Source: an optimization exercise on an open RTL-to-GDS flow (aim: small area, a short achievable clock period and few clock cycles per item). Production flows keep margins and buffers that such runs may drop.
RTL that was checked went through simulation tests only; none was proved equivalent to the original.
No functional check of the RTL was part of runs 3 to 6.
No activity file was given, so power comes from the tool's default toggle rates.

===== flow/design.v =====
package axi_lite_pkg;
    localparam int DATA_W = 32;
    localparam int STRB_W = 4;
    localparam logic [1:0] RESP_OKAY   = 2'b00;
    localparam logic [1:0] RESP_SLVERR = 2'b10;
endpackage
module axi_lite_regfile #(
    parameter int DEPTH = 32
) (
    input  logic              i_clk,
    input  logic              i_clr,                    
    input  logic [axi_lite_pkg::STRB_W-1:0] i_wen,       
    input  logic [3:0]        i_wsel_lo,                 
    input  logic [DEPTH/4-1:0] i_wsel_hi,                
    input  logic [axi_lite_pkg::DATA_W-1:0] i_wdata,
    input  logic [DEPTH-1:0]  i_rsel,                    
    output logic [axi_lite_pkg::DATA_W-1:0] o_rdata    
);
    logic [axi_lite_pkg::DATA_W-1:0] r_mem [DEPTH];
    logic [axi_lite_pkg::DATA_W-1:0] w_rd;
    always_ff @(posedge i_clk) begin
        for (int k = 0; k < DEPTH; k++) begin
            for (int n = 0; n < axi_lite_pkg::STRB_W; n++) begin
                if (i_clr || (i_wen[n] && i_wsel_lo[k % 4] && i_wsel_hi[k / 4])) begin
                    r_mem[k][8*n +: 8] <= i_wdata[8*n +: 8];
                end
            end
        end
    end
    for (genvar b = 0; b < axi_lite_pkg::DATA_W; b++) begin : g_rd
        logic [DEPTH/8-1:0] w_oct;         
        logic [1:0]         w_half_n;
        for (genvar g = 0; g < DEPTH/8; g++) begin : g_oct
            logic [7:0] w_d;
            for (genvar j = 0; j < 8; j++) begin : g_d
                assign w_d[j] = r_mem[8*g+j][b];
            end
            axi_lite_rd_oct u_oct (.i_s(i_rsel[8*g +: 8]), .i_d(w_d), .o_y(w_oct[g]));
        end
        for (genvar h = 0; h < 2; h++) begin : g_half
            axi_lite_rd_nor2 u_half (.i_a(w_oct[2*h +: 2]), .o_y(w_half_n[h]));
        end
        axi_lite_rd_nand2 u_bit (.i_a(w_half_n), .o_y(w_rd[b]));
    end
    assign o_rdata = w_rd;
endmodule
module axi_lite_rd_oct (
    input  logic [7:0] i_s,
    input  logic [7:0] i_d,
    output logic       o_y
);
    logic [3:0] w_pair_n;
    for (genvar p = 0; p < 4; p++) begin : g_pair
        assign w_pair_n[p] = ~((i_s[2*p] & i_d[2*p]) | (i_s[2*p+1] & i_d[2*p+1]));
    end
    assign o_y = ~&w_pair_n;
endmodule
module axi_lite_rd_nor2 (
    input  logic [1:0] i_a,
    output logic       o_y
);
    assign o_y = ~|i_a;
endmodule
module axi_lite_rd_nand2 (
    input  logic [1:0] i_a,
    output logic       o_y
);
    assign o_y = ~&i_a;
endmodule
module axi_lite_slave_mem #(
    parameter int ADDR_WIDTH = 32,
    parameter int DATA_WIDTH = 32,
    parameter int DEPTH      = 32
) (
    input  logic                  s_axi_aclk,
    input  logic                  s_axi_areset,
    input  logic [ADDR_WIDTH-1:0] s_axi_awaddr,
    input  logic [2:0]            s_axi_awprot,
    input  logic                  s_axi_awvalid,
    output logic                  s_axi_awready,
    input  logic [DATA_WIDTH-1:0] s_axi_wdata,
    input  logic [3:0]            s_axi_wstrb,
    input  logic                  s_axi_wvalid,
    output logic                  s_axi_wready,
    output logic [1:0]            s_axi_bresp,
    output logic                  s_axi_bvalid,
    input  logic                  s_axi_bready,
    input  logic [ADDR_WIDTH-1:0] s_axi_araddr,
    input  logic [2:0]            s_axi_arprot,
    input  logic                  s_axi_arvalid,
    output logic                  s_axi_arready,
    output logic [DATA_WIDTH-1:0] s_axi_rdata,
    output logic [1:0]            s_axi_rresp,
    output logic                  s_axi_rvalid,
    input  logic                  s_axi_rready
);
    localparam int IDX_W = (DEPTH > 1) ? $clog2(DEPTH) : 1;
    localparam int HI_N  = DEPTH / 4;
    localparam logic [ADDR_WIDTH-3:0] DEPTH_W = (ADDR_WIDTH-2)'(DEPTH);
    logic w_unused;
    assign w_unused = ^{s_axi_awprot, s_axi_arprot, s_axi_awaddr[1:0], s_axi_araddr[1:0]};
    logic                              r_awready, r_wready, r_arready, r_bvalid, r_rvalid;
    logic                              r_awready_n, r_wready_n, r_arready_n, r_bvalid_n, r_rvalid_n;
    logic                              w_awready, w_wready, w_arready, w_bvalid, w_rvalid;
    logic                              r_aw_v, r_aw_ok;
    logic [3:0]                        r_aw_lo;       
    logic [HI_N-1:0]                   r_aw_hi;       
    logic                              r_w_v;
    logic [axi_lite_pkg::DATA_W-1:0]   r_w_data;      
    logic                              r_clr;         
    logic [axi_lite_pkg::STRB_W-1:0]   r_w_strb;
    logic [axi_lite_pkg::STRB_W-1:0]   r_wen;         
    logic                              r_berr, r_bsk_v, r_bsk_err;
    logic                              r_ar0_old, r_ar1_old;  
    logic                              r_ar0_v, r_ar0_ok, r_ar1_v, r_ar1_ok;
    logic [DEPTH-1:0]                  r_ar0_sel;     
    logic [IDX_W-1:0]                  r_ar1_idx;
    logic                              r_rerr;
    logic [axi_lite_pkg::DATA_W-1:0]   r_rdata;
    logic [axi_lite_pkg::DATA_W-1:0]   w_rf_rdata;
    assign w_awready = ~r_awready_n;
    assign w_wready  = ~r_wready_n;
    assign w_arready = ~r_arready_n;
    assign w_bvalid  = ~r_bvalid_n;
    assign w_rvalid  = ~r_rvalid_n;
    logic w_aw_hs, w_ar_hs, w_commit, w_issue;
    assign w_aw_hs  = s_axi_awvalid & w_awready;
    assign w_ar_hs  = s_axi_arvalid & w_arready;
    assign w_commit = r_aw_v & r_w_v & ~r_bsk_v & ~r_ar0_old;
    assign w_issue  = r_ar0_v & (~w_rvalid | s_axi_rready);
    logic w_aw_in_ok, w_ar_in_ok;
    assign w_aw_in_ok = (s_axi_awaddr[ADDR_WIDTH-1:2] < DEPTH_W);
    assign w_ar_in_ok = (s_axi_araddr[ADDR_WIDTH-1:2] < DEPTH_W);
    logic w_aw_v_nxt, w_w_v_nxt, w_bsk_v_nxt, w_pair_old, w_pair_new, w_commit_nxt, w_aw_ok_nxt;
    logic w_ar0_v_nxt, w_ar1_v_nxt, w_ar_shift, w_ar0_old_nxt, w_ar1_old_nxt;
    logic [axi_lite_pkg::STRB_W-1:0] w_w_strb_nxt;
    assign w_aw_v_nxt = w_awready ? s_axi_awvalid : (r_aw_v & ~w_commit);
    assign w_w_v_nxt  = w_wready  ? s_axi_wvalid  : (r_w_v  & ~w_commit);
    assign w_bsk_v_nxt = r_bsk_v ? ~(w_bvalid & s_axi_bready) : (w_commit & w_bvalid & ~s_axi_bready);
    assign w_ar_shift = ~r_ar0_v | w_issue;
    assign w_pair_old = r_aw_v & r_w_v & ~w_commit;
    assign w_pair_new = w_aw_v_nxt & w_w_v_nxt & ~w_pair_old;
    always_comb begin
        if (w_pair_new) begin
            w_ar0_old_nxt = w_ar_shift ? r_ar1_v : 1'b1;
            w_ar1_old_nxt = w_ar_shift ? 1'b0 : r_ar1_v;
        end else if (w_pair_old) begin
            w_ar0_old_nxt = w_ar_shift ? r_ar1_old : r_ar0_old;
            w_ar1_old_nxt = w_ar_shift ? 1'b0 : r_ar1_old;
        end else begin
            w_ar0_old_nxt = 1'b0;
            w_ar1_old_nxt = 1'b0;
        end
    end
    assign w_commit_nxt = w_aw_v_nxt & w_w_v_nxt & ~w_bsk_v_nxt & ~w_ar0_old_nxt;
    assign w_aw_ok_nxt  = w_awready ? w_aw_in_ok : r_aw_ok;
    assign w_w_strb_nxt = w_wready ? s_axi_wstrb : r_w_strb;
    assign w_ar0_v_nxt = w_ar_shift ? (r_ar1_v | w_ar_hs) : 1'b1;
    assign w_ar1_v_nxt = w_ar_shift ? (r_ar1_v & w_ar_hs) : (r_ar1_v | w_ar_hs);
    always_ff @(posedge s_axi_aclk) begin
        if (w_awready) begin
            r_aw_ok <= w_aw_in_ok;
            for (int i = 0; i < 4; i++) begin
                r_aw_lo[i] <= s_axi_awaddr[3:2] == 2'(i);
            end
            for (int i = 0; i < HI_N; i++) begin
                r_aw_hi[i] <= w_aw_in_ok && s_axi_awaddr[IDX_W+1:4] == (IDX_W-2)'(i);
            end
        end
        if (w_wready) begin
            r_w_strb <= s_axi_wstrb;
        end
        r_clr <= s_axi_areset;
        if (w_commit & (~w_bvalid | s_axi_bready)) begin
            r_berr <= ~r_aw_ok;
        end else if (r_bsk_v & s_axi_bready) begin
            r_berr <= r_bsk_err;
        end
        if (w_commit) begin
            r_bsk_err <= ~r_aw_ok;
        end
    end
    always_ff @(posedge s_axi_aclk) begin
        if (s_axi_areset) begin
            r_aw_v    <= 1'b0;
            r_w_v     <= 1'b0;
            r_w_data  <= '0;
            r_awready   <= 1'b1;
            r_awready_n <= 1'b0;
            r_wready    <= 1'b1;
            r_wready_n  <= 1'b0;
            r_wen     <= '0;
            r_bvalid    <= 1'b0;
            r_bvalid_n  <= 1'b1;
            r_bsk_v   <= 1'b0;
            r_ar0_old <= 1'b0;
            r_ar1_old <= 1'b0;
        end else begin
            r_aw_v    <= w_aw_v_nxt;
            r_w_v     <= w_w_v_nxt;
            if (w_wready) begin
                r_w_data <= s_axi_wdata;
            end
            r_awready   <= ~w_aw_v_nxt | (w_w_v_nxt & ~w_bsk_v_nxt & ~w_ar0_old_nxt);
            r_awready_n <= ~(~w_aw_v_nxt | (w_w_v_nxt & ~w_bsk_v_nxt & ~w_ar0_old_nxt));
            r_wready    <= ~w_w_v_nxt  | (w_aw_v_nxt & ~w_bsk_v_nxt & ~w_ar0_old_nxt);
            r_wready_n  <= ~(~w_w_v_nxt  | (w_aw_v_nxt & ~w_bsk_v_nxt & ~w_ar0_old_nxt));
            r_wen     <= w_w_strb_nxt & {axi_lite_pkg::STRB_W{w_commit_nxt & w_aw_ok_nxt}};
            r_bvalid    <= r_bsk_v | w_commit | (w_bvalid & ~s_axi_bready);
            r_bvalid_n  <= ~(r_bsk_v | w_commit | (w_bvalid & ~s_axi_bready));
            r_bsk_v   <= w_bsk_v_nxt;
            r_ar0_old <= w_ar0_old_nxt;
            r_ar1_old <= w_ar1_old_nxt;
        end
    end
    logic [DEPTH-1:0] w_ar_in_sel, w_ar1_sel;
    always_comb begin
        for (int k = 0; k < DEPTH; k++) begin
            w_ar_in_sel[k] = w_ar_in_ok && s_axi_araddr[IDX_W+1:2] == IDX_W'(k);
            w_ar1_sel[k]   = r_ar1_ok && r_ar1_idx == IDX_W'(k);
        end
    end
    always_ff @(posedge s_axi_aclk) begin
        if (w_ar_shift) begin
            if (r_ar1_v) begin
                r_ar0_ok  <= r_ar1_ok;
                r_ar0_sel <= w_ar1_sel;
            end else begin
                r_ar0_ok  <= w_ar_in_ok;
                r_ar0_sel <= w_ar_in_sel;
            end
        end
        if (w_ar_hs) begin
            r_ar1_ok  <= w_ar_in_ok;
            r_ar1_idx <= s_axi_araddr[IDX_W+1:2];
        end
        if (w_issue) begin
            r_rerr <= ~r_ar0_ok;
        end
        if (~w_rvalid | s_axi_rready) begin
            r_rdata <= w_rf_rdata;
        end
    end
    always_ff @(posedge s_axi_aclk) begin
        if (s_axi_areset) begin
            r_ar0_v   <= 1'b0;
            r_ar1_v   <= 1'b0;
            r_arready   <= 1'b1;
            r_arready_n <= 1'b0;
            r_rvalid    <= 1'b0;
            r_rvalid_n  <= 1'b1;
        end else begin
            r_ar0_v   <= w_ar0_v_nxt;
            r_ar1_v   <= w_ar1_v_nxt;
            r_arready   <= ~(w_ar0_v_nxt & w_ar1_v_nxt);
            r_arready_n <= w_ar0_v_nxt & w_ar1_v_nxt;
            r_rvalid    <= w_issue | (w_rvalid & ~s_axi_rready);
            r_rvalid_n  <= ~(w_issue | (w_rvalid & ~s_axi_rready));
        end
    end
    axi_lite_regfile #(
        .DEPTH (DEPTH)
    ) u_regfile (
        .i_clk     (s_axi_aclk),
        .i_clr     (r_clr),
        .i_wen     (r_wen),
        .i_wsel_lo (r_aw_lo),
        .i_wsel_hi (r_aw_hi),
        .i_wdata   (r_w_data),
        .i_rsel    (r_ar0_sel),
        .o_rdata   (w_rf_rdata)
    );
    assign s_axi_awready = r_awready;
    assign s_axi_wready  = r_wready;
    assign s_axi_bvalid  = r_bvalid;
    assign s_axi_bresp   = r_berr ? axi_lite_pkg::RESP_SLVERR : axi_lite_pkg::RESP_OKAY;
    assign s_axi_arready = r_arready;
    assign s_axi_rvalid  = r_rvalid;
    assign s_axi_rresp   = r_rerr ? axi_lite_pkg::RESP_SLVERR : axi_lite_pkg::RESP_OKAY;
    assign s_axi_rdata   = r_rdata;
endmodule

===== flow/flow/run.sh =====
#!/bin/bash
# Own layout flow: the standard flow (standard.sh, unchanged synthesis, floorplan,
# power grid and tap cells), with plain buffers for the port buffers instead of the
# delay cells buffer_ports picks on its own.
set -euo pipefail
export BUFFER_PORTS_ARGS="-buffer_cell sky130_fd_sc_hd__buf_2"
bash standard.sh finish > flow_standard.log 2>&1

===== flow/standard.sh =====
#!/bin/bash
# synth_recipe.tcl (not shown) runs the flow's synth.tcl, then flattens the netlist and writes it again
# the make line also repeats each setting of config.mk as NAME=value (left out here)
make -C /OpenROAD-flow-scripts/flow DESIGN_CONFIG=/design/flow/config.mk WORK_HOME=/design/flow/orfs CLKGATE_MAP_FILE= SYNTH_SCRIPT=/design/flow/synth_recipe.tcl "${@:-finish}"

===== flow/config.mk =====
export PLATFORM = sky130hd
export DESIGN_NAME = axi_lite_slave_mem
export DESIGN_NICKNAME = axi_lite_slave_mem
export VERILOG_FILES = /design/flow/design.v
export SDC_FILE = /design/flow/constraint.sdc
export NUM_CORES = 4
export LEC_CHECK = 0
export CAP_MARGIN = 20
export CORE_MARGIN = 2
export CORE_UTILIZATION = 55
export CTS_CLUSTER_DIAMETER = 120
export CTS_CLUSTER_SIZE = 24
export SETUP_SLACK_MARGIN = 2.0
export SLEW_MARGIN = 20
export SYNTH_HIERARCHICAL = 1

===== flow/constraint.sdc =====
create_clock -name core_clock -period 4.0 [get_ports {s_axi_aclk}]
set_input_delay 0.8000 -clock core_clock [delete_from_list [all_inputs] [get_ports {s_axi_aclk}]]
set_output_delay 0.8000 -clock core_clock [all_outputs]
set_load 0.01 [all_outputs]

==> impl_results.md, run 1 <==
* Run status: complete, no violations
* Number of synthesized flops with an enable pin at 1110
* Sw Share at 21.5%
* Clock latency (worst-skew pair) at 0.65 ns
* Gate Count Post-Synth at ~2.4k
* CP max FO at 16
* Crit path cell chain: buf_4, a22oi_1, nand4_1, nor2_1, nand2_1
* Worst-margin pin slew at roughly 1.1 ns
* Ports at 154
* CP startpoint kind: flip-flop
* Clk sinks at 1169
* Number of synthesized register bits at 1169
* Die Footprint at around 0.080 sq mm
* Stages on worst setup path at 5
* Max cap viols at 0
* Layout cells sized above 1 at 12.6%
* H-tree depth at 2
* Place WS at 1.58 ns
* Initial antenna violation count at 2
* Post-synth top cells: 1110 x edfxtp_1, 512 x a22oi_1, 130 x nand4_1, 120 x nor2_1, 118 x a31o_1
* Final worst slack at 2.01 ns
* Dpl cells at 3540
* Vias per inst at approximately 6.5
* Worst hold stages at 1
* Num CTS Buffers at between 50 and 60
* Layout Utilization at between 60% and 70%
* Placed wire-length estimate at 63800 microns
* Die Wd at 283 microns
* Final hold vios at 0
* Worst slew margin at 27.1%
* LEAKAGE at 0.0157 uW
* Sequential power share at 66.8%
* Detail Route Antenna Nets at 0
* Die height at roughly 280 microns
* CTS Hold Buffers Added at 0
* Peak VDD IR at 0.419 mV
* Skew final at 0.0164 ns
* FMAX at about 500 MHz
* Crit-path slowest cell: edfxtp_1
* Cell accounting for the most synthesized area: edfxtp_1
* Initial drt markers at ~2.6k
* Final Net Count at 2693
* R2r worst-path depth at 5
* DRC violation count after routing at 0
* Setup TNS at 0 ns
* Internal at 17300 uW
* Critical path data arrival time at between 2 and 2.5 ns
* Power density over the cells at between 400 and 500 mW/mm^2
* Number of global-route vias before repair at 23.1k
* Synthesized area at 0.0428 sq mm
* Worst path bufs/invs at 1
* Setup violations, final at 0
* P&R area growth vs syn at 9.00%
* Core footprint at between 0.07 and 0.08 sq mm
* Non-filler cells, final at 3667
* Vias at between 20k and 25k
* Cell variety after synth at 52
* DRT Pass-1 Iters at 6
* CP top delay family: simple AND/OR/NAND/NOR gates
* Top_reg_cell synth: edfxtp_1
* Rows at 102
* Crit end category: flip-flop
* Asr flop ratio synth at 0%
* Mapped Avg Cell Area at between 15 and 20 sq um
* CTS tree: done
* Initial Utilization at a little under three fifths
* Pin count of the biggest net entering global routing at just over 70
* Top cells by area, synth: edfxtp_1 78%, a22oi_1 9.0%, dfxtp_1 2.8%
* Gpl congestion at 0.832
* Tightest Hold Check Type: in2reg
* Crit Path Category: reg2reg
* Slew Limit Fails at 0
* Worst Path Required at 4.38 ns
* Wire per inst at ~30 microns
* YS warnings at 9
* GRT overflow at 0
* Net Sw Power at 4730 uW
* RSZ-0062 raised after global routing: true
* GRT Util Overall at 27.2%
* First-pass GRT wire length at 154000 microns
* Worst path max stage delay at about 0.50 ns
* Routed WL at 109000 microns
* Clk slew on worst S/H paths at ~0.09 ns
* Most common cell in the netlist: edfxtp_1
* Clk root buf: clkbuf_16
* I/O Buffers at 141
* Clock share of power at between 20% and 30%
* Comb pwr share at 4.7%
* Sequential element share of the synthesized area at 80.7%
* Share of the synthesized area in the top cell type at 77.9%
* Post-layout minimum cycle time at 1.99 ns
* Max clock buf depth at 3
* Final period util at 49.8%
## per-module statistics from Yosys (local to each module, per instance), a selection
module / flip-flops and latches / cell area [sq um] / cells
axi_lite_slave_mem: 145 / 5470 / 435
axi_lite_rd_oct: 0 / 36.3 / 5
axi_lite_rd_nor2: 0 / 3.75 / 1
axi_lite_rd_nand2: 0 / 3.75 / 1
## path summary, 6_finish.rpt
| kind | endpoint | start | slack [ns] |
|---|---|---|---|
| worst min register to register | r_bsk_err | r_aw_ok | 0.49 |
| worst max-delay path | r_rdata[14] | r_ar0_sel[16] | 2.01 |
| worst min-delay path | r_ar1_idx[3] | s_axi_araddr[5] | 0.37 |
| worst max register to register | r_rdata[14] | r_ar0_sel[16] | 2.01 |
## logic make-up after synthesis
group,synth area share (%)
AO/OA/AOI/OAI,12.4
buffers and inverters,1.27
flip-flops,80.7
multiplexers,0.904
other,0.00877
AND/OR/NAND/NOR,4.69
## per-layer routing
layer	vias to the layer above	share of wire, %	global-route usage (%)
li1	10400	-	-
met1	12200	41	39.0
met2	1179	47	43.8
met3	152	9.2	4.34
met4	4	2.5	7.16
met5	-	0.14	0
## through the flow
stage	hold slack (ns)	area, sq um	total power (uW)
floorplan	0.444	42800	15400
global placement	0.464	44700	15900
detailed placement	0.461	44700	16000
CTS	0.334	46500	22100
global route	0.348	46600	22700
finish	0.372	46600	22100
## cell usage in the layout (no fill, tap or decap), types with 10 or more instances in the layout
cell,n
a22oi_1,512
a31o_1,117
a31o_2,11
buf_2,141
buf_4,68
clkbuf_1,44
clkbuf_16,57
dfxtp_1,30
dfxtp_2,27
edfxtp_1,1110
inv_1,10
mux2i_1,33
nand2_1,66
nand3_1,11
nand4_1,130
nor2_1,118
nor2b_1,10
nor4_1,15
o21ai_0,28
## power by group through the flow
stage          Clock [uW]  Combinational, uW  Sequential, uW
2_1_floorplan           0                493           14900
3_5_place_dp            0                951           15100
6_report             6290               1030           14700
3_3_place_gp            0                926           15000
5_1_grt              6790               1100           14800
4_1_cts              6380               1010           14800
## area by class of cell
class,instances,area [sq um]
multi-input combinational,1126,7720
clock inverter,1,8.76
tap,1040,1300
inverter,11,41.3
sequential,1169,34600
antenna,1,2.50
fill,5646,30600
clock buffer,101,1590
timing repair buffer,218,1400
## flip-flops by register name, indices dropped and copies added (netlist names), 4 cells and up
signal,count
r_ar0_sel,32
r_ar1_idx,5
r_aw_hi,8
r_aw_lo,4
r_rdata,32
r_w_data,32
r_w_strb,4
r_wen,4
u_regfile.r_mem,1024
## repair_timing
action                     CTS  global route
gates resized for setup      5             3
buffers inserted            20             4
hold endpoints to repair     0             0
setup endpoints to repair  679           128
Testbench counts, summed over its fixed seeds: cycles 8,024, items 16,000.
==> run 2: changes to the inputs <==
--- a/flow/config.mk
+++ b/flow/config.mk
@@ -8,5 +8,5 @@
 export CAP_MARGIN = 20
 export CORE_MARGIN = 2
-export CORE_UTILIZATION = 55
+export CORE_UTILIZATION = 40
 export CTS_CLUSTER_DIAMETER = 120
 export CTS_CLUSTER_SIZE = 24
==> impl_results.md, run 2 <==
* Run status: complete, no violations (unchanged)
* Critical R2R Launch: r_ar0_sel[11] (was r_ar0_sel[16])
* P&R area growth vs syn at 10.1% (was 9.00%)
* Placed standard-cell area at 0.0453 sq mm (was 0.0447 sq mm)
* Initial drt markers at 3159 (was 2621)
* Clk sinks at 1169 (unchanged)
* Peak VDD IR at 0.344 mV (was 0.419 mV)
* Worst hold slack at 0.361 ns (was 0.372 ns)
* Gate Count Post-Synth at 2377 (unchanged)
* Finished Cell Area at 0.0471 sq mm (was 0.0466 sq mm)
* Largest family of logic cells by synthesized area: compound AO/OA/AOI/OAI gates (unchanged)
* Gpl congestion at 0.850 (was 0.832)
* Clk root buf: clkbuf_16 (unchanged)
* Asr flop ratio synth at 0% (unchanged)
* Mapped Avg Cell Area at 18.0 sq um (unchanged)
* Top_reg_cell synth: edfxtp_1 (unchanged)
* Cell variety after synth at 52 (unchanged)
* GRT overflow at 0 (unchanged)
* CP startpoint kind: flip-flop (unchanged)
* Setup violations, final at 0 (unchanged)
* Crit path capture: s_axi_rresp[1] (was r_rdata[14])
* H-tree depth at 2 (unchanged)
* Layout Utilization at 44.5% (was 60.4%)
* Critical path data arrival time at 1.22 ns (was 2.37 ns)
* Routed WL at 108000 microns (was 109000 microns)
* First-pass GRT wire length at 155000 microns (was 154000 microns)
* Final period util at 50.4% (was 49.8%)
* Worst Path Required at 3.20 ns (was 4.38 ns)
* GRT Util Overall at 19.5% (was 27.2%)
* Post-layout minimum cycle time at 2.02 ns (was 1.99 ns)
* Max clock buf depth at 3 (unchanged)
* Crit path from: r_rerr (was r_ar0_sel[16])
* Number of synthesized register bits at 1169 (unchanged)
* Power density over the cells at 469 mW/mm^2 (was 473 mW/mm^2)
* Crit end category: output port (was flip-flop)
* Setup TNS at 0 ns (unchanged)
* Max reg flops at 1024 (unchanged)
* Number of global-route vias before repair at 23.5k (was 23.1k)
* R2r worst-path depth at 5 (unchanged)
* Slew Limit Fails at 0 (unchanged)
* Die Wd at 331 microns (was 283 microns)
* YS warnings at 9 (unchanged)
* Die height at 331 microns (was 283 microns)
* Clock latency (worst-skew pair) at 0.66 ns (was 0.65 ns)
* Number of synthesized flops with an enable pin at 1110 (unchanged)
* Crit Path Category: reg2out (was reg2reg)
* Worst-margin pin slew at 0.795 ns (was 1.09 ns)
* Wire per inst at 26.9 microns (was 29.7 microns)
* CP max FO at 1 (was 16)
* Top cells by area, synth: edfxtp_1 78%, a22oi_1 9.0%, dfxtp_1 2.8% (unchanged)
* Placed wire-length estimate at 65500 microns (was 63800 microns)
* Initial antenna violation count at 0 (was 2)
* Detail Route Antenna Nets at 0 (unchanged)
* DRC violation count after routing at 0 (unchanged)
* Die Footprint at 0.110 sq mm (was 0.0800 sq mm)
* Vias per inst at 5.97 (was 6.54)
* Pin count of the biggest net entering global routing at 35 (was 71)
* Final Net Count at 2701 (was 2693)
* Synthesized area at 0.0428 sq mm (unchanged)
* RSZ-0062 raised after global routing: true (unchanged)
* Cell accounting for the most synthesized area: edfxtp_1 (unchanged)
* Max cap viols at 0 (unchanged)
* Reg-to-reg endpoint: r_rdata[23] (was r_rdata[14])
* Crit path cell chain: buf_2 (was buf_4, a22oi_1, nand4_1, nor2_1, nand2_1)
* Post-synthesis adder-cell area fraction at 0% (unchanged)
* Rows at 119 (was 102)
* Most common cell in the netlist: edfxtp_1 (unchanged)
* Commonest non-fill, non-tap cell in the layout: edfxtp_1 (unchanged)
* Core footprint at 0.106 sq mm (was 0.0772 sq mm)
* Post-synth top cells: 1110 x edfxtp_1, 512 x a22oi_1, 130 x nand4_1, 120 x nor2_1, 118 x a31o_1 (unchanged)
* Biggest register: u_regfile.r_mem (unchanged)
* Tightest Hold Check Type: in2reg (unchanged)
* Ports at 154 (unchanged)
* Layout cells sized above 1 at 12.7% (was 12.6%)
* Initial Utilization at 40.5% (was 55.4%)
* Final hold vios at 0 (unchanged)
* Post-Synth XOR/XNOR Area at 0% (unchanged)
* Clk slew on worst S/H paths at 0.10 ns (was 0.09 ns)
* Stages on worst setup path at 1 (was 5)
* Crit-path slowest cell: edfxtp_1 (unchanged)
* R2R Setup Slk at 2.01 ns (about the same)
* Sequential element share of the synthesized area at 80.7% (unchanged)
* LEAKAGE at 0.0157 uW (about the same)
* I/O Buffers at 141 (unchanged)
* FMAX at 496 MHz (was 503 MHz)
* Worst path max stage delay at 0.41 ns (was 0.50 ns)
* Skew final at 0.0260 ns (was 0.0164 ns)
* CTS Hold Buffers Added at 0 (unchanged)
* CTS tree: done (unchanged)
* Simple-gate portion of the synthesized area at 4.69% (unchanged)
* CP top delay family: flip-flops (was simple AND/OR/NAND/NOR gates)
* DRT Pass-1 Iters at 6 (unchanged)
* Worst path bufs/invs at 1 (unchanged)
* Vias at 24.0k (about the same)
* Worst slew margin at 46.9% (was 27.1%)
* Commonest cells after routing, fill and taps aside: 1110 x edfxtp_1, 511 x a22oi_1, 141 x buf_2, 130 x nand4_1, 113 x nor2_1 (was 1110 x edfxtp_1, 512 x a22oi_1, 141 x buf_2, 130 x nand4_1, 118 x nor2_1)
* Share of the synthesized area in the top cell type at 77.9% (unchanged)
* Mux cell area share after synthesis at 0.904% (unchanged)
* Post-synthesis compound-gate area fraction at 12.4% (unchanged)
* Num CTS Buffers at 54 (unchanged)
run 2: changes by cell type in the layout (fill, tap and decap cells not counted), sizes merged:
| cell | change |
|---|---|
| clkbuf | -1 |
| buf | +8 |
run 2: per-layer routing:
metal / global-route usage, % / wire length [microns] / vias up
met5: 0 / 0 / -
met4: 5.42 / 2790 / 0
met3: 3.76 / 10900 / 142
met2: 31.9 / 51600 / 1196
met1: 26.6 / 43000 / 12300
li1: - / - / 10400
run 2: cell type report:
type                       count  area (sq um)
sequential                  1169         34500
inverter                      11          43.8
fill                        9123         58600
clock inverter                 1          8.76
timing repair buffer         226          1430
tap                         1391          1740
clock buffer                 100          1590
antenna                        1          2.50
multi-input combinational   1126          7740
run 2: stage by stage:
step	worst slack (ns)	instances	power, uW
2_1_floorplan	2.03	2378	15400
3_3_place_gp	1.65	3910	16000
3_5_place_dp	1.61	3911	16100
4_1_cts	1.94	4018	22200
5_1_grt	1.94	4024	22700
6_report	1.98	4025	22100
run 2: cell families after synthesis:
logic type,after synthesis
muxes,38
buffers and inverters,83
other,1
and+or+nand+nor,391
AOI/OAI and AO/OA,695
DFF,1169
run 2: Yosys stat by module (local to each module, per instance), a selection:
| module | times used | cells inside | cell area, sq um |
|---|---|---|---|
| axi_lite_slave_mem | 1 | 435 | 5470 |
| axi_lite_rd_oct | 128 | 5 | 36.3 |
| axi_lite_rd_nand2 | 32 | 1 | 3.75 |
| axi_lite_rd_nor2 | 64 | 1 | 3.75 |
run 2: worst min path at each step:
stage	start	to	slack [ns]	cells after the start
after global placement	r_w_data[15]	u_regfile.r_mem[7][15]	0.46	0
after global routing	s_axi_araddr[6]	r_ar1_idx[4]	0.34	1
final	s_axi_araddr[5]	r_ar1_idx[3]	0.36	1
after CTS	s_axi_araddr[5]	r_ar1_idx[3]	0.32	1
after detailed placement	r_w_strb[0]	r_w_strb[0]	0.47	1
after floorplan	r_aw_ok	r_bsk_err	0.44	1
run 2: power breakdown:
part	switching, uW	internal, uW
Clock	3580	2700
Combinational	865	306
Sequential	293	14300
Total	4740	17300
run 2: what timing repair did:
item	4_1_cts	5_1_grt
gates resized for setup	5	16
setup buffers	6	6
endpoints found under the setup margin	564	289
==> run 3: changes to the inputs <==
--- a/flow/design.v
+++ b/flow/design.v
@@ -158,13 +158,10 @@
     assign w_ar0_v_nxt = w_ar_shift ? (r_ar1_v | w_ar_hs) : 1'b1;
     assign w_ar1_v_nxt = w_ar_shift ? (r_ar1_v & w_ar_hs) : (r_ar1_v | w_ar_hs);
+    logic w_berr_new, w_berr_sk;
+    assign w_berr_new = w_commit & (~w_bvalid | s_axi_bready);
+    assign w_berr_sk  = r_bsk_v & s_axi_bready;
     always_ff @(posedge s_axi_aclk) begin
         if (w_awready) begin
             r_aw_ok <= w_aw_in_ok;
-            for (int i = 0; i < 4; i++) begin
-                r_aw_lo[i] <= s_axi_awaddr[3:2] == 2'(i);
-            end
-            for (int i = 0; i < HI_N; i++) begin
-                r_aw_hi[i] <= w_aw_in_ok && s_axi_awaddr[IDX_W+1:4] == (IDX_W-2)'(i);
-            end
         end
         if (w_wready) begin
@@ -172,9 +169,5 @@
         end
         r_clr <= s_axi_areset;
-        if (w_commit & (~w_bvalid | s_axi_bready)) begin
-            r_berr <= ~r_aw_ok;
-        end else if (r_bsk_v & s_axi_bready) begin
-            r_berr <= r_bsk_err;
-        end
+        r_berr <= (w_berr_new & ~r_aw_ok) | (w_berr_sk & r_bsk_err) | (~w_berr_new & ~w_berr_sk & r_berr);
         if (w_commit) begin
             r_bsk_err <= ~r_aw_ok;
@@ -186,4 +179,6 @@
             r_w_v     <= 1'b0;
             r_w_data  <= '0;
+            r_aw_lo   <= '0;      
+            r_aw_hi   <= '0;      
             r_awready   <= 1'b1;
             r_awready_n <= 1'b0;
@@ -202,4 +197,12 @@
                 r_w_data <= s_axi_wdata;
             end
+            if (w_awready) begin
+                for (int i = 0; i < 4; i++) begin
+                    r_aw_lo[i] <= s_axi_awaddr[3:2] == 2'(i);
+                end
+                for (int i = 0; i < HI_N; i++) begin
+                    r_aw_hi[i] <= w_aw_in_ok && s_axi_awaddr[IDX_W+1:4] == (IDX_W-2)'(i);
+                end
+            end
             r_awready   <= ~w_aw_v_nxt | (w_w_v_nxt & ~w_bsk_v_nxt & ~w_ar0_old_nxt);
             r_awready_n <= ~(~w_aw_v_nxt | (w_w_v_nxt & ~w_bsk_v_nxt & ~w_ar0_old_nxt));
@@ -221,12 +224,19 @@
         end
     end
-    always_ff @(posedge s_axi_aclk) begin
+    logic             w_ld_ar1, w_ld_in, w_rd_ld, w_rerr_ld;
+    logic [DEPTH-1:0] w_ar0_sel_nxt;
+    assign w_ld_ar1      = w_ar_shift & r_ar1_v;
+    assign w_ld_in       = w_ar_shift & ~r_ar1_v;
+    assign w_ar0_sel_nxt = ({DEPTH{w_ld_ar1}} & w_ar1_sel) | ({DEPTH{w_ld_in}} & w_ar_in_sel)
+                         | ({DEPTH{~w_ar_shift}} & r_ar0_sel);
+    assign w_rd_ld       = ~w_rvalid | s_axi_rready;
+    assign w_rerr_ld     = w_issue;
+    always_ff @(posedge s_axi_aclk) begin
+        r_ar0_sel <= w_ar0_sel_nxt;
         if (w_ar_shift) begin
             if (r_ar1_v) begin
                 r_ar0_ok  <= r_ar1_ok;
-                r_ar0_sel <= w_ar1_sel;
             end else begin
                 r_ar0_ok  <= w_ar_in_ok;
-                r_ar0_sel <= w_ar_in_sel;
             end
         end
@@ -235,9 +245,16 @@
             r_ar1_idx <= s_axi_araddr[IDX_W+1:2];
         end
-        if (w_issue) begin
-            r_rerr <= ~r_ar0_ok;
-        end
-        if (~w_rvalid | s_axi_rready) begin
-            r_rdata <= w_rf_rdata;
+    end
+    always_ff @(posedge s_axi_aclk) begin
+        if (s_axi_areset) begin
+            r_rdata <= '0;
+            r_rerr  <= 1'b0;
+        end else begin
+            if (w_rd_ld) begin
+                r_rdata <= w_rf_rdata;
+            end
+            if (w_rerr_ld) begin
+                r_rerr <= ~r_ar0_ok;
+            end
         end
     end
==> impl_results.md, run 3 <==
* Die height at 331 microns (about the same)
* Mapped Avg Cell Area at 17.1 sq um (was 18.0 sq um)
* Tot Pwr at 21400 uW (was 22100 uW)
* Wire per inst at 27.3 microns (was 26.9 microns)
* Slew Limit Fails at 0 (unchanged)
* Top_reg_cell synth: edfxtp_1 (unchanged)
* Vias at 24.8k (was 24.0k)
* Final hold vios at 0 (unchanged)
* Clock latency (worst-skew pair) at 0.67 ns (was 0.66 ns)
* Sequential element share of the synthesized area at 78.9% (was 80.7%)
* Commonest non-fill, non-tap cell in the layout: edfxtp_1 (unchanged)
* Max cap viols at 0 (unchanged)
* Worst Path Required at 4.54 ns (was 3.20 ns)
* Peak VDD IR at 0.350 mV (was 0.344 mV)
* Placed wire-length estimate at 71600 microns (was 65500 microns)
* Post-Synth XOR/XNOR Area at 0% (unchanged)
* Worst-margin pin slew at 1.03 ns (was 0.795 ns)
* Die Footprint at 0.110 sq mm (about the same)
* Final period util at 49.9% (was 50.4%)
* Share of the synthesized area in the top cell type at 72.5% (was 77.9%)
* GRT overflow at 0 (unchanged)
* Clk root buf: clkbuf_16 (unchanged)
* Gpl congestion at 0.849 (was 0.850)
* Vias per inst at 6.01 (was 5.97)
* Worst hold slack at 0.360 ns (was 0.361 ns)
* Detail Route Antenna Nets at 0 (unchanged)
* Num CTS Buffers at 54 (unchanged)
* Cell variety after synth at 48 (was 52)
* Setup TNS at 0 ns (unchanged)
* Simple-gate portion of the synthesized area at 4.93% (was 4.69%)
* Post-layout minimum cycle time at 1.99 ns (was 2.02 ns)
* Non-filler cells, final at 4127 (was 4025)
* Clk sinks at 1169 (unchanged)
* Largest family of logic cells by synthesized area: compound AO/OA/AOI/OAI gates (unchanged)
* GRT Util Overall at 20.1% (was 19.5%)
* Cell accounting for the most synthesized area: edfxtp_1 (unchanged)
* Run status: complete, no violations (unchanged)
* Power density over the cells at 455 mW/mm^2 (was 469 mW/mm^2)
* Initial drt markers at 2924 (was 3159)
* Biggest register: u_regfile.r_mem (unchanged)
* Ports at 154 (unchanged)
* YS warnings at 9 (unchanged)
* Max clock buf depth at 3 (unchanged)
* Clk slew on worst S/H paths at 0.10 ns (about the same)
* Initial antenna violation count at 7 (was 0)
* Initial Utilization at 40.4% (was 40.5%)
* Gate Count Post-Synth at 2500 (was 2377)
* Tightest Hold Check Type: in2reg (unchanged)
* FMAX at 501 MHz (was 496 MHz)
* CP startpoint kind: flip-flop (unchanged)
* Die Wd at 331 microns (about the same)
* Fillers at 9141 (was 9123)
* Synthesized area at 0.0428 sq mm (about the same)
* H-tree depth at 2 (unchanged)
* Post-synthesis adder-cell area fraction at 0% (unchanged)
* Reg area at 0.0338 sq mm (was 0.0345 sq mm)
* Skew final at 0.0307 ns (was 0.0260 ns)
* Top cells by area, synth: edfxtp_1 72%, a22oi_1 9.4%, dfxtp_1 6.4% (was edfxtp_1 78%, a22oi_1 9.0%, dfxtp_1 2.8%)
* Number of synthesized register bits at 1169 (unchanged)
* Dpl cells at 4022 (was 3911)
* RSZ-0062 raised after global routing: true (unchanged)
* Crit Path Category: reg2reg (was reg2out)
* Max reg flops at 1024 (unchanged)
* Rows at 119 (unchanged)
* Final Net Count at 2803 (was 2701)
* Pin count of the biggest net entering global routing at 65 (was 35)
* Most common cell in the netlist: edfxtp_1 (unchanged)
* LEAKAGE at 0.0156 uW (was 0.0157 uW)
* Layout cells sized above 1 at 13.6% (was 12.7%)
* DRT Pass-1 Iters at 6 (unchanged)
* Number of global-route vias before repair at 24.1k (was 23.5k)
* Setup violations, final at 0 (unchanged)
* Asr flop ratio synth at 0% (unchanged)
* Mux cell area share after synthesis at 0.928% (was 0.904%)
* Post-synth top cells: 1032 x edfxtp_1, 537 x a22oi_1, 137 x dfxtp_1, 131 x nand4_1, 118 x a31o_1 (was 1110 x edfxtp_1, 512 x a22oi_1, 130 x nand4_1, 120 x nor2_1, 118 x a31o_1)
* First-pass GRT wire length at 161000 microns (was 155000 microns)
* Critical path data arrival time at 2.53 ns (was 1.22 ns)
* Core footprint at 0.106 sq mm (unchanged)
* Number of synthesized flops with an enable pin at 1032 (was 1110)
* Post-synthesis compound-gate area fraction at 13.7% (was 12.4%)
* DRC violation count after routing at 0 (unchanged)
* I/O Buffers at 141 (unchanged)
* Routed WL at 113000 microns (was 108000 microns)
* Worst slew margin at 31.4% (was 46.9%)
* Crit end category: flip-flop (was output port)
* CP max FO at 9 (was 1)
* Multi-input gate area at 0.00854 sq mm (was 0.00774 sq mm)
* P&R area growth vs syn at 10.1% (about the same)
* Commonest cells after routing, fill and taps aside: 1032 x edfxtp_1, 535 x a22oi_1, 138 x buf_2, 131 x nand4_1, 117 x a31o_1 (was 1110 x edfxtp_1, 511 x a22oi_1, 141 x buf_2, 130 x nand4_1, 113 x nor2_1)
* CTS tree: done (unchanged)
-- run 3: changes by cell type after synthesis, sizes merged, moves of 6 or more --
cell,previous run,this run
a21oi,4,40
nor2,120,114
buf,57,69
dfxtp,59,137
edfxtp,1110,1032
clkbuf,15,24
o21ai,29,4
a22o,0,6
o22ai,7,1
o31ai,1,33
nand2,66,106
a22oi,512,537
a32oi,0,8
-- run 3: worst max-delay path, stage by stage (launching register included) --
cell and delay [ns]:
dfxtp_2 0.41, nor3b_4 0.44, mux2_2 0.39, a32o_2 0.28, nor4_1 0.32
-- run 3: modules after synthesis (local to each module, per instance), a selection --
module | flops+latches | cell area (sq um) | cells inside | copies in the design
axi_lite_rd_nor2 | 0 | 3.75 | 1 | 64
axi_lite_rd_oct | 0 | 36.3 | 5 | 128
axi_lite_rd_nand2 | 0 | 3.75 | 1 | 32
axi_lite_slave_mem | 145 | 5470 | 558 | 1
-- run 3: path summary, 6_finish.rpt --
path,slack (ns),start,cells after the start,end
hold reg to reg,0.46,r_rdata[5],2,r_rdata[5]
setup reg to reg,2.01,r_ar0_v,4,r_wen[1]
setup / recovery,2.01,r_ar0_v,4,r_wen[1]
hold / removal,0.36,s_axi_araddr[2],1,r_ar1_idx[0]
-- run 3: metal layers --
layer,part of all wire (%),GRT usage (%)
met3,9.4,3.87
met1,42,28.3
met4,1.9,4.50
met5,0.044,0
met2,47,32.5
-- run 3: final cells by class --
class | instances | area share, %
Antenna cell | 1 | 0.00532
Tap cell | 1391 | 3.70
Multi-Input combinational cell | 1231 | 18.1
Clock buffer | 99 | 3.28
Clock inverter | 2 | 0.0372
Sequential cell | 1169 | 71.8
Inverter | 9 | 0.0718
Timing Repair Buffer | 225 | 2.96
-- run 3: through the flow --
| step | utilization, % | setup WS, ns | cell area, sq um |
|---|---|---|---|
| final | 44.5 | 2.01 | 47100 |
| after global routing | 44.5 | 1.95 | 47100 |
| after CTS | 44.4 | 1.94 | 46900 |
| after detailed placement | 42.8 | 1.18 | 45300 |
| after global placement | 42.8 | 1.28 | 45300 |
| after floorplan | - | 1.81 | 42800 |
-- run 3: kinds of logic after synthesis --
group,after synthesis
flip-flops,1169
AND/OR/NAND/NOR,417
buffers and inverters,102
other,1
multiplexers,39
AO/OA/AOI/OAI,772
-- run 3: what timing repair did --
item                       in CTS  in global routing
setup buffers                   1                  1
pin swaps                       0                  1
hold buffers                    0                  0
cloned                          0                  1
setup endpoints to repair     486                231
resized for setup              29                 32
-- run 3: report_power, final --
part | internal [uW] | switching [uW]
sequential | 14100 | 298
clock | 2630 | 3600
combinational | 178 | 560
==> run 4: changes to the inputs <==
--- a/flow/config.mk
+++ b/flow/config.mk
@@ -11,5 +11,5 @@
 export CTS_CLUSTER_DIAMETER = 120
 export CTS_CLUSTER_SIZE = 24
-export SETUP_SLACK_MARGIN = 2.0
+export SETUP_SLACK_MARGIN = 2.2
 export SLEW_MARGIN = 20
 export SYNTH_HIERARCHICAL = 1
==> impl_results.md, run 4 <==
* Run status: complete, no violations (unchanged)
* Gpl congestion at 0.839 (was 0.849)
* Skew final at 0.0301 ns (was 0.0307 ns)
* Most common cell in the netlist: edfxtp_1 (unchanged)
* Multi-input gate area at 0.00892 sq mm (was 0.00854 sq mm)
* R2R Setup Slk at 2.19 ns (was 2.01 ns)
* Setup TNS at 0 ns (unchanged)
* Cell variety after synth at 48 (unchanged)
* Power density over the cells at 446 mW/mm^2 (was 455 mW/mm^2)
* Sequential element share of the synthesized area at 78.9% (unchanged)
* Worst path bufs/invs at 1 (was 0)
* Placed wire-length estimate at 72900 microns (was 71600 microns)
* GRT overflow at 0 (unchanged)
* Critical path data arrival time at 1.17 ns (was 2.53 ns)
* DRT Pass-1 Iters at 6 (unchanged)
* Initial drt markers at 2838 (was 2924)
* Worst hold slack at 0.369 ns (was 0.360 ns)
* Initial Utilization at 40.4% (unchanged)
* Clock latency (worst-skew pair) at 0.67 ns (about the same)
* LEAKAGE at 0.0160 uW (was 0.0156 uW)
* CP startpoint kind: flip-flop (unchanged)
* Wire per inst at 27.5 microns (was 27.3 microns)
* CP top delay family: flip-flops (was simple AND/OR/NAND/NOR gates)
* Worst Path Required at 3.20 ns (was 4.54 ns)
* RSZ-0062 raised after global routing: true (unchanged)
* Asr flop ratio synth at 0% (unchanged)
* Clk slew on worst S/H paths at 0.09 ns (was 0.10 ns)
* Final worst slack at 2.03 ns (was 2.01 ns)
* Place WS at 1.09 ns (was 1.18 ns)
* Final Net Count at 2837 (was 2803)
* Synthesized area at 0.0428 sq mm (unchanged)
* DRC violation count after routing at 0 (unchanged)
* Rows at 119 (unchanged)
* Max cap viols at 0 (unchanged)
* Ports at 154 (unchanged)
* Layout cells sized above 1 at 18.6% (was 13.6%)
* Peak VDD IR at 0.322 mV (was 0.350 mV)
* Reg-to-reg endpoint: r_ar0_sel[5] (was r_wen[1])
* Placed standard-cell area at 0.0453 sq mm (about the same)
* Worst-margin pin slew at 0.918 ns (was 1.03 ns)
* H-tree depth at 2 (unchanged)
* Die height at 331 microns (unchanged)
* CP max FO at 2 (was 9)
* Worst hold stages at 3 (was 1)
* Crit path cell chain: buf_6 (was nor3b_4, mux2_2, a32o_2, nor4_1)
* Number of synthesized flops with an enable pin at 1032 (unchanged)
* Setup violations, final at 0 (unchanged)
* Vias at 25.0k (was 24.8k)
* FMAX at 509 MHz (was 501 MHz)
* Worst slew margin at 38.7% (was 31.4%)
* Reg area at 0.0339 sq mm (was 0.0338 sq mm)
* GRT Util Overall at 20.4% (was 20.1%)
* Die Footprint at 0.110 sq mm (unchanged)
* Final period util at 49.2% (was 49.9%)
* Post-layout minimum cycle time at 1.97 ns (was 1.99 ns)
* Tightest Hold Check Type: in2reg (unchanged)
* Crit Path Category: reg2out (was reg2reg)
* Hold worst-path end: r_w_data[26] (was r_ar1_idx[0])
* CTS tree: done (unchanged)
* Vias per inst at 6.02 (was 6.01)
* Commonest non-fill, non-tap cell in the layout: edfxtp_1 (unchanged)
* Initial antenna violation count at 7 (unchanged)
* First-pass GRT wire length at 163000 microns (was 161000 microns)
* R2r worst-path depth at 4 (unchanged)
* Biggest register: u_regfile.r_mem (unchanged)
* Cell accounting for the most synthesized area: edfxtp_1 (unchanged)
* Crit end category: output port (was flip-flop)
* Detail Route Antenna Nets at 0 (unchanged)
* Top cells by area, synth: edfxtp_1 72%, a22oi_1 9.4%, dfxtp_1 6.4% (unchanged)
* Top_reg_cell synth: edfxtp_1 (unchanged)
* Crit-path slowest cell: dfxtp_4 (was nor3b_4)
* YS warnings at 9 (unchanged)
* Max reg flops at 1024 (unchanged)
* Number of synthesized register bits at 1169 (unchanged)
* Commonest cells after routing, fill and taps aside: 1032 x edfxtp_1, 522 x a22oi_1, 131 x nand4_1, 105 x nand2_1, 103 x a31o_1 (was 1032 x edfxtp_1, 535 x a22oi_1, 138 x buf_2, 131 x nand4_1, 117 x a31o_1)
* Pin count of the biggest net entering global routing at 65 (unchanged)
* Slew Limit Fails at 0 (unchanged)
* Mapped Avg Cell Area at 17.1 sq um (unchanged)
* Max clock buf depth at 3 (unchanged)
* P&R area growth vs syn at 12.8% (was 10.1%)
* Min-Delay Startpoint: s_axi_wdata[26] (was s_axi_araddr[2])
* Post-synth top cells: 1032 x edfxtp_1, 537 x a22oi_1, 137 x dfxtp_1, 131 x nand4_1, 118 x a31o_1 (unchanged)
* I/O Buffers at 141 (unchanged)
* Critical R2R Launch: r_ar1_idx[2] (was r_ar0_v)
* Die Wd at 331 microns (unchanged)
* Num CTS Buffers at 54 (unchanged)
* Final hold vios at 0 (unchanged)
* Share of the synthesized area in the top cell type at 72.5% (unchanged)
* Worst path max stage delay at 0.39 ns (was 0.44 ns)
* Fillers at 9025 (was 9141)
* Gate Count Post-Synth at 2500 (unchanged)
* Clk root buf: clkbuf_16 (unchanged)
* Clk sinks at 1169 (unchanged)
* Finished Cell Area at 0.0482 sq mm (was 0.0471 sq mm)
* Routed WL at 114000 microns (was 113000 microns)
* Number of global-route vias before repair at 24.2k (was 24.1k)
* Core footprint at 0.106 sq mm (unchanged)
run 4: layout make-up:
cell class                 count  area share, %
sequential                  1169           70.3
multi-input combinational   1233           18.5
clock inverter                 1         0.0182
clock buffer                 101           3.30
inverter                       9         0.0701
tap                         1391           3.61
antenna                        3         0.0156
timing repair buffer         257           4.16
run 4: layer usage:
metal  global-route usage [%]  vias up  share of wire, %
met2                     33.4     1199                48
met5                        0        -             0.046
met4                     4.18        8               1.8
li1                         -    10900                 -
met3                     3.71      125               9.1
met1                     28.8    12800                42
run 4: how the worst max path moves through the flow:
| stage | slack (ns) | start | depth (start not counted) | end |
|---|---|---|---|---|
| 2_1_floorplan | 1.81 | s_axi_araddr[18] | 6 | r_ar0_sel[16] |
| 3_3_place_gp | 1.15 | s_axi_araddr[18] | 5 | r_ar0_sel[16] |
| 3_5_place_dp | 1.09 | s_axi_araddr[18] | 5 | r_ar0_sel[16] |
| 4_1_cts | 1.98 | r_berr | 1 | s_axi_bresp[1] |
| 5_1_grt | 1.99 | r_berr | 1 | s_axi_bresp[1] |
| 6_report | 2.03 | r_berr | 1 | s_axi_bresp[1] |
run 4: logic make-up after synthesis:
family / count (synthesis) / share of synthesized area [%]
flip-flops: 1169 / 78.9
AO/OA/AOI/OAI: 772 / 13.7
multiplexers: 39 / 0.928
AND/OR/NAND/NOR: 417 / 4.93
buffers and inverters: 102 / 1.50
other: 1 / 0.00877
run 4: per-stage QoR:
step,instances,util (%),power [uW]
finish,4164,45.6,21500
global route,4162,45.6,22100
CTS,4139,45.0,21600
detailed placement,4022,42.9,15400
global placement,4022,42.8,15400
floorplan,2501,-,15000
run 4: Yosys stat by module, one instance, submodules excluded, excerpt:
module | cell area [sq um] | flip-flops and latches
axi_lite_slave_mem | 5470 | 145
axi_lite_rd_oct | 36.3 | 0
axi_lite_rd_nand2 | 3.75 | 0
axi_lite_rd_nor2 | 3.75 | 0
run 4: power by group:
part | internal, uW | switching [uW]
Clock | 2700 | 3590
Combinational | 200 | 607
Sequential | 14100 | 271
Total | 17000 | 4470
run 4: what timing repair did:
action,CTS,global route
buffers inserted,13,20
hold buffers,0,0
hold endpoints to repair,0,0
resized for setup,163,106
pin swaps,9,19
setup endpoints to repair,971,341
cloned,2,2
==> run 5: changes to the inputs <==
--- a/flow/config.mk
+++ b/flow/config.mk
@@ -11,5 +11,5 @@
 export CTS_CLUSTER_DIAMETER = 120
 export CTS_CLUSTER_SIZE = 24
-export SETUP_SLACK_MARGIN = 2.2
+export SETUP_SLACK_MARGIN = 2.4
 export SLEW_MARGIN = 20
 export SYNTH_HIERARCHICAL = 1
==> impl_results.md, run 5 <==
* Final hold vios at 0 (unchanged)
* Commonest non-fill, non-tap cell in the layout: edfxtp_1 (unchanged)
* P&R area growth vs syn at 18.9% (was 12.8%)
* Placed wire-length estimate at 71200 microns (was 72900 microns)
* Run status: complete, no violations (unchanged)
* Post-layout minimum cycle time at 1.94 ns (was 1.97 ns)
* Comb pwr share at 3.9% (was 3.8%)
* Initial Utilization at 40.4% (unchanged)
* Fillers at 8744 (was 9025)
* Biggest register: u_regfile.r_mem (unchanged)
* Die height at 331 microns (unchanged)
* Routed WL at 121000 microns (was 114000 microns)
* Worst slew margin at 41.8% (was 38.7%)
* Number of diodes at 0 (was 3)
* Mapped Avg Cell Area at 17.1 sq um (unchanged)
* Net Sw Power at 4590 uW (was 4470 uW)
* Detail Route Antenna Nets at 0 (unchanged)
* Met2 routed WL at 56500 microns (was 54400 microns)
* Gpl congestion at 0.868 (was 0.839)
* Tightest Hold Check Type: in2reg (unchanged)
* GRT Util Overall at 21.1% (was 20.4%)
* Internal at 17000 uW (about the same)
* Vias at 25.9k (was 25.0k)
* I/O Buffers at 141 (unchanged)
* Share of the synthesized area in the top cell type at 72.5% (unchanged)
* Worst-margin pin slew at 0.870 ns (was 0.918 ns)
* Stages on worst setup path at 1 (unchanged)
* Layout cells sized above 1 at 32.1% (was 18.6%)
* CP top delay family: flip-flops (unchanged)
* CP startpoint kind: flip-flop (unchanged)
* Commonest cells after routing, fill and taps aside: 1032 x edfxtp_1, 362 x a22oi_1, 175 x a22oi_2, 131 x nand4_1, 101 x a31o_2 (was 1032 x edfxtp_1, 522 x a22oi_1, 131 x nand4_1, 105 x nand2_1, 103 x a31o_1)
* Pin count of the biggest net entering global routing at 60 (was 65)
* Number of synthesized register bits at 1169 (unchanged)
* Top cells by area, synth: edfxtp_1 72%, a22oi_1 9.4%, dfxtp_1 6.4% (unchanged)
* Gate Count Post-Synth at 2500 (unchanged)
* Crit path cell chain: buf_6 (unchanged)
* Sequential power share at 67.0% (about the same)
* Die Wd at 331 microns (unchanged)
* Initial antenna violation count at 4 (was 7)
* Core footprint at 0.106 sq mm (unchanged)
* Clk slew on worst S/H paths at 0.10 ns (was 0.09 ns)
* Power density over the cells at 425 mW/mm^2 (was 446 mW/mm^2)
* Ports at 154 (unchanged)
* Cell variety after synth at 48 (unchanged)
* Clk root buf: clkbuf_16 (unchanged)
* Max reg flops at 1024 (unchanged)
* CP max FO at 2 (unchanged)
* Worst path max stage delay at 0.37 ns (was 0.39 ns)
* Place WS at 1.04 ns (was 1.09 ns)
* FMAX at 515 MHz (was 509 MHz)
* DRC violation count after routing at 0 (unchanged)
* Worst path bufs/invs at 1 (unchanged)
* Critical path data arrival time at 1.14 ns (was 1.17 ns)
* Slew Limit Fails at 0 (unchanged)
* Clock latency (worst-skew pair) at 0.68 ns (was 0.67 ns)
* Rows at 119 (unchanged)
* Wire per inst at 28.7 microns (was 27.5 microns)
* Crit end category: output port (unchanged)
* R2r worst-path depth at 4 (unchanged)
* First-pass GRT wire length at 168000 microns (was 163000 microns)
* CTS Hold Buffers Added at 0 (unchanged)
* Met1 WL at 50000 microns (was 47500 microns)
* Crit-path slowest cell: dfxtp_2 (was dfxtp_4)
* Most common cell in the netlist: edfxtp_1 (unchanged)
* Final worst slack at 2.06 ns (was 2.03 ns)
* Max cap viols at 0 (unchanged)
* Number of synthesized flops with an enable pin at 1032 (unchanged)
* Worst hold stages at 3 (unchanged)
* RSZ-0062 raised after global routing: true (unchanged)
* Synthesized area at 0.0428 sq mm (unchanged)
* Sw Share at 21.2% (was 20.8%)
* Worst Path Required at 3.20 ns (about the same)
* GRT overflow at 0 (unchanged)
* Tot Pwr at 21600 uW (was 21500 uW)
* DRT Pass-1 Iters at 5 (was 6)
* Peak VDD IR at 0.370 mV (was 0.322 mV)
* Initial drt markers at 3053 (was 2838)
* LEAKAGE at 0.0168 uW (was 0.0160 uW)
* Crit Path Category: reg2out (unchanged)
* CTS tree: done (unchanged)
* Setup TNS at 0 ns (unchanged)
* Final period util at 48.5% (was 49.2%)
* H-tree depth at 2 (unchanged)
* Final Net Count at 2911 (was 2837)
* Setup violations, final at 0 (unchanged)
* Number of global-route vias before repair at 24.8k (was 24.2k)
* Top_reg_cell synth: edfxtp_1 (unchanged)
* Post-synth top cells: 1032 x edfxtp_1, 537 x a22oi_1, 137 x dfxtp_1, 131 x nand4_1, 118 x a31o_1 (unchanged)
* Die Footprint at 0.110 sq mm (unchanged)
* DR WL met3 at 11000 microns (was 10400 microns)
* Cell accounting for the most synthesized area: edfxtp_1 (unchanged)
* Clock share of power at 29.1% (was 29.3%)
* YS warnings at 9 (unchanged)
* Skew final at 0.0267 ns (was 0.0301 ns)
* Vias per inst at 6.10 (was 6.02)
* Highest metal used: met5 (unchanged)
* R2R Setup Slk at 2.25 ns (was 2.19 ns)
* Max clock buf depth at 3 (unchanged)
* Sequential element share of the synthesized area at 78.9% (unchanged)
* Asr flop ratio synth at 0% (unchanged)
* Num CTS Buffers at 54 (unchanged)
* Clk sinks at 1169 (unchanged)
[run 5: power groups by stage]
stage / logic, uW / clock network (uW) / registers, uW
after global placement: 650 / 0 / 14700
after CTS: 814 / 6380 / 14400
after global routing: 904 / 6790 / 14500
after floorplan: 364 / 0 / 14600
final: 851 / 6280 / 14500
after detailed placement: 686 / 0 / 14700
[run 5: worst paths after layout]
| path | end | start |
|---|---|---|
| min | r_w_data[7] | s_axi_wdata[7] |
| max | s_axi_bresp[1] | r_berr |
| min reg2reg | r_rdata[12] | r_rdata[12] |
| max reg2reg | r_ar0_sel[7] | r_ar1_idx[2] |
[run 5: cells by family after synthesis]
family / Yosys count / synth area share, %
AOI/OAI and AO/OA: 772 / 13.7
buffers and inverters: 102 / 1.50
DFF: 1169 / 78.9
muxes: 39 / 0.928
other: 1 / 0.00877
and+or+nand+nor: 417 / 4.93
[run 5: metrics by stage]
step | util, % | hold slack, ns | cell area [sq um] | instances
floorplan | - | 0.424 | 42900 | 2501
global placement | 42.8 | 0.446 | 45200 | 4008
detailed placement | 42.8 | 0.440 | 45200 | 4008
CTS | 46.5 | 0.328 | 49200 | 4195
global route | 48.1 | 0.335 | 50800 | 4235
finish | 48.1 | 0.357 | 50800 | 4235
[run 5: per-module statistics from Yosys (local to each module, per instance), a selection]
| module | area, sq um | times used | cells inside | flops+latches |
|---|---|---|---|---|
| axi_lite_slave_mem | 5470 | 1 | 558 | 145 |
| axi_lite_rd_oct | 36.3 | 128 | 5 | 0 |
| axi_lite_rd_nand2 | 3.75 | 32 | 1 | 0 |
| axi_lite_rd_nor2 | 3.75 | 64 | 1 | 0 |
[run 5: repair_timing]
action                                  4_1_cts  5_1_grt
cloned                                       12        4
endpoints found under the setup margin     1227      266
buffers inserted                             73       36
pin swaps                                    75      198
resized for setup                           432      269
[run 5: layout make-up]
class,count,area [sq um],area share [%]
inverters,9,33.8,0.0665
repair buffers,329,3340,6.57
clock buffers,99,1540,3.03
flip-flops and latches,1169,34000,66.8
clock inverters,3,41.3,0.0812
multi-input cells,1235,10200,20.0
well taps,1391,1740,3.42
[run 5: per-layer routing]
metal | vias to the layer above | track usage [%]
li1 | 11000 | -
met1 | 13300 | 29.7
met2 | 1291 | 33.6
met3 | 190 | 3.74
met4 | 8 | 6.60
met5 | - | 0
==> run 6: changes to the inputs <==
--- a/flow/config.mk
+++ b/flow/config.mk
@@ -8,8 +8,9 @@
 export CAP_MARGIN = 20
 export CORE_MARGIN = 2
-export CORE_UTILIZATION = 40
+export CORE_UTILIZATION = 50
 export CTS_CLUSTER_DIAMETER = 120
 export CTS_CLUSTER_SIZE = 24
-export SETUP_SLACK_MARGIN = 2.4
+export PLACE_DENSITY = 0.7
+export SETUP_SLACK_MARGIN = 2.2
 export SLEW_MARGIN = 20
 export SYNTH_HIERARCHICAL = 1
==> impl_results.md, run 6 <==
* Final hold vios at 0 (unchanged)
* Run status: complete, no violations (unchanged)
* Num CTS Buffers at 54 (unchanged)
* GRT Util Overall at 24.8% (was 21.1%)
* Comb pwr share at 3.6% (was 3.9%)
* Post-Synth XOR/XNOR Area at 0% (unchanged)
* R2r worst-path depth at 4 (unchanged)
* Crit path cell chain: buf_6 (unchanged)
* Final Net Count at 2828 (was 2911)
* Post-layout minimum cycle time at 1.97 ns (was 1.94 ns)
* Crit-path slowest cell: dfxtp_4 (was dfxtp_2)
* Initial Utilization at 50.3% (was 40.4%)
* Worst path max stage delay at 0.40 ns (was 0.37 ns)
* Clk sinks at 1169 (unchanged)
* Top cells by area, synth: edfxtp_1 72%, a22oi_1 9.4%, dfxtp_1 6.4% (unchanged)
* Stages on worst setup path at 1 (unchanged)
* Top_reg_cell synth: edfxtp_1 (unchanged)
* Post-synthesis adder-cell area fraction at 0% (unchanged)
* R2R Setup Slk at 2.19 ns (was 2.25 ns)
* Biggest register: u_regfile.r_mem (unchanged)
* CP top delay family: flip-flops (unchanged)
* Vias per inst at 6.52 (was 6.10)
* GRT overflow at 0 (unchanged)
* H-tree depth at 2 (unchanged)
* LEAKAGE at 0.0159 uW (was 0.0168 uW)
* Power density over the cells at 447 mW/mm^2 (was 425 mW/mm^2)
* Ports at 154 (unchanged)
* Routed WL at 112000 microns (was 121000 microns)
* FMAX at 507 MHz (was 515 MHz)
* Slew Limit Fails at 0 (unchanged)
* Critical path data arrival time at 1.17 ns (was 1.14 ns)
* Simple-gate portion of the synthesized area at 4.93% (unchanged)
* Largest family of logic cells by synthesized area: compound AO/OA/AOI/OAI gates (unchanged)
* Number of synthesized register bits at 1169 (unchanged)
* Placed wire-length estimate at 67900 microns (was 71200 microns)
* Mapped Avg Cell Area at 17.1 sq um (unchanged)
* CTS Hold Buffers Added at 0 (unchanged)
* Min-Delay Startpoint: s_axi_wdata[30] (was s_axi_wdata[7])
* Dpl cells at 3766 (was 4008)
* Vias at 25.5k (was 25.9k)
* CP max FO at 2 (unchanged)
* Critical R2R Launch: r_rvalid_n (was r_ar1_idx[2])
* Core footprint at 0.0850 sq mm (was 0.106 sq mm)
* Worst-margin pin slew at 1.08 ns (was 0.870 ns)
* Peak VDD IR at 0.386 mV (was 0.370 mV)
* DRC violation count after routing at 0 (unchanged)
* Die height at 296 microns (was 331 microns)
* Worst slew margin at 28.0% (was 41.8%)
* Pin count of the biggest net entering global routing at 86 (was 60)
* Worst hold stages at 3 (unchanged)
* Initial drt markers at 3420 (was 3053)
* Sequential element share of the synthesized area at 78.9% (unchanged)
* Non-filler cells, final at 3904 (was 4235)
* Cell variety after synth at 48 (unchanged)
* Worst path bufs/invs at 1 (unchanged)
* Reg-to-reg endpoint: r_ar0_sel[3] (was r_ar0_sel[7])
* Finished Cell Area at 0.0478 sq mm (was 0.0508 sq mm)
* Tightest Hold Check Type: in2reg (unchanged)
* Asr flop ratio synth at 0% (unchanged)
* Cell accounting for the most synthesized area: edfxtp_1 (unchanged)
* DRT Pass-1 Iters at 8 (was 5)
* Share of the synthesized area in the top cell type at 72.5% (unchanged)
* Worst Path Required at 3.20 ns (about the same)
* RSZ-0062 raised after global routing: true (unchanged)
* Detail Route Antenna Nets at 0 (unchanged)
* Gpl congestion at 0.859 (was 0.868)
* YS warnings at 9 (unchanged)
* Die Wd at 296 microns (was 331 microns)
* Wire per inst at 28.8 microns (was 28.7 microns)
* Initial antenna violation count at 6 (was 4)
* Fillers at 6407 (was 8744)
* Number of global-route vias before repair at 24.7k (was 24.8k)
* Commonest non-fill, non-tap cell in the layout: edfxtp_1 (unchanged)
* Sw Share at 20.8% (was 21.2%)
* Reg area at 0.0339 sq mm (was 0.0340 sq mm)
* Skew final at 0.0370 ns (was 0.0267 ns)
* Internal at 16900 uW (was 17000 uW)
* Most common cell in the netlist: edfxtp_1 (unchanged)
* Post-synth top cells: 1032 x edfxtp_1, 537 x a22oi_1, 137 x dfxtp_1, 131 x nand4_1, 118 x a31o_1 (unchanged)
* Post-synthesis compound-gate area fraction at 13.7% (unchanged)
* Layout cells sized above 1 at 18.8% (was 32.1%)
* Mux cell area share after synthesis at 0.928% (unchanged)
* CP startpoint kind: flip-flop (unchanged)
* Final period util at 49.3% (was 48.5%)
* Placed standard-cell area at 0.0449 sq mm (was 0.0452 sq mm)
* Max reg flops at 1024 (unchanged)
* Commonest cells after routing, fill and taps aside: 1032 x edfxtp_1, 511 x a22oi_1, 131 x nand4_1, 107 x a31o_1, 105 x nand2_1 (was 1032 x edfxtp_1, 362 x a22oi_1, 175 x a22oi_2, 131 x nand4_1, 101 x a31o_2)
* Net Sw Power at 4440 uW (was 4590 uW)
* First-pass GRT wire length at 159000 microns (was 168000 microns)
* CTS tree: done (unchanged)
* Clk root buf: clkbuf_16 (unchanged)
* Max cap viols at 0 (unchanged)
* Gate Count Post-Synth at 2500 (unchanged)
* Die Footprint at 0.0879 sq mm (was 0.110 sq mm)
* Clock latency (worst-skew pair) at 0.65 ns (was 0.68 ns)
* Number of synthesized flops with an enable pin at 1032 (unchanged)
* Crit Path Category: reg2out (unchanged)
* Rows at 107 (was 119)
* Setup violations, final at 0 (unchanged)
* Clock share of power at 28.9% (was 29.1%)
* Synthesized area at 0.0428 sq mm (unchanged)
* Hold worst-path end: r_w_data[30] (was r_w_data[7])
* Crit end category: output port (unchanged)
* P&R area growth vs syn at 11.8% (was 18.9%)
* Clk slew on worst S/H paths at 0.09 ns (was 0.10 ns)
* Setup TNS at 0 ns (unchanged)
* I/O Buffers at 141 (unchanged)
* Sequential power share at 67.5% (was 67.0%)
* Multi-input gate area at 0.00898 sq mm (was 0.0102 sq mm)
* Max clock buf depth at 3 (unchanged)
==> run 6: how the worst max path moves through the flow <==
stage | startpoint | to | slack [ns]
2_1_floorplan | s_axi_araddr[18] | r_ar0_sel[16] | 1.81
3_5_place_dp | s_axi_araddr[27] | r_ar0_sel[18] | 1.0
4_1_cts | r_berr | s_axi_bresp[1] | 2.00
3_3_place_gp | s_axi_araddr[27] | r_ar0_sel[18] | 1.09
6_report | r_berr | s_axi_bresp[1] | 2.03
5_1_grt | r_berr | s_axi_bresp[1] | 2.00
==> run 6: area by class of cell <==
| type | count | share of cell area, % |
|---|---|---|
| Clock buffer | 98 | 3.22 |
| Multi-Input combinational cell | 1234 | 18.8 |
| Tap cell | 1144 | 3.00 |
| Sequential cell | 1169 | 70.9 |
| Inverter | 9 | 0.0707 |
| Antenna cell | 1 | 0.00524 |
| Clock inverter | 2 | 0.0367 |
| Timing Repair Buffer | 247 | 3.93 |
==> run 6: per-module statistics from Yosys, one instance, submodules excluded, excerpt <==
| module | copies in the design | area (sq um) |
|---|---|---|
| axi_lite_rd_nor2 | 64 | 3.75 |
| axi_lite_slave_mem | 1 | 5470 |
| axi_lite_rd_oct | 128 | 36.3 |
| axi_lite_rd_nand2 | 32 | 3.75 |
==> run 6: cell families (layout without fill, tap and decap cells) <==
group                  after synthesis  after routing
AND/OR/NAND/NOR                    417            421
buffers and inverters              102            356
flip-flops                        1169           1169
multiplexers                        39             39
other                                1              3
AO/OA/AOI/OAI                      772            772
==> run 6: power groups by stage <==
stage	Clock (uW)	Sequential, uW	Combinational (uW)
global placement	0	14700	659
finish	6180	14400	771
detailed placement	0	14700	700
global route	6620	14500	825
CTS	6240	14400	749
floorplan	0	14600	359
==> run 6: what timing repair did <==
item | in CTS | in global routing
buffers inserted | 17 | 16
gates resized for setup | 172 | 102
pin swaps | 2 | 16
hold endpoints to repair | 0 | 0
setup endpoints to repair | 1147 | 162
cloned | 2 | 2
==> run 6: routing by layer <==
metal	routed length, microns	up-vias	part of all wire, %	global-route usage [%]
li1	-	10900	-	-
met1	43000	12800	38	35.1
met2	52500	1527	47	39.6
met3	13200	223	12	4.39
met4	3610	8	3.2	7.74
met5	49	-	0.044	0
==> run 6: metrics by stage <==
step	setup WS [ns]	util, %	hold WS (ns)	power [uW]
after global routing	2.00	56.2	0.367	21900
after floorplan	1.81	-	0.424	15000
final	2.03	56.2	0.370	21400
after global placement	1.09	52.8	0.444	15300
after detailed placement	0.999	52.8	0.439	15400
after CTS	2.00	55.5	0.350	21400

Re-timed with assumed drivers on the ports (clkbuf_16 on the clock, buf_2 on other inputs), run 6 has 1.968 ns of setup slack against 2.029 ns with ideal ports, and 1.523 ns once port delays also move by the mid clock arrival of 0.699 ns.
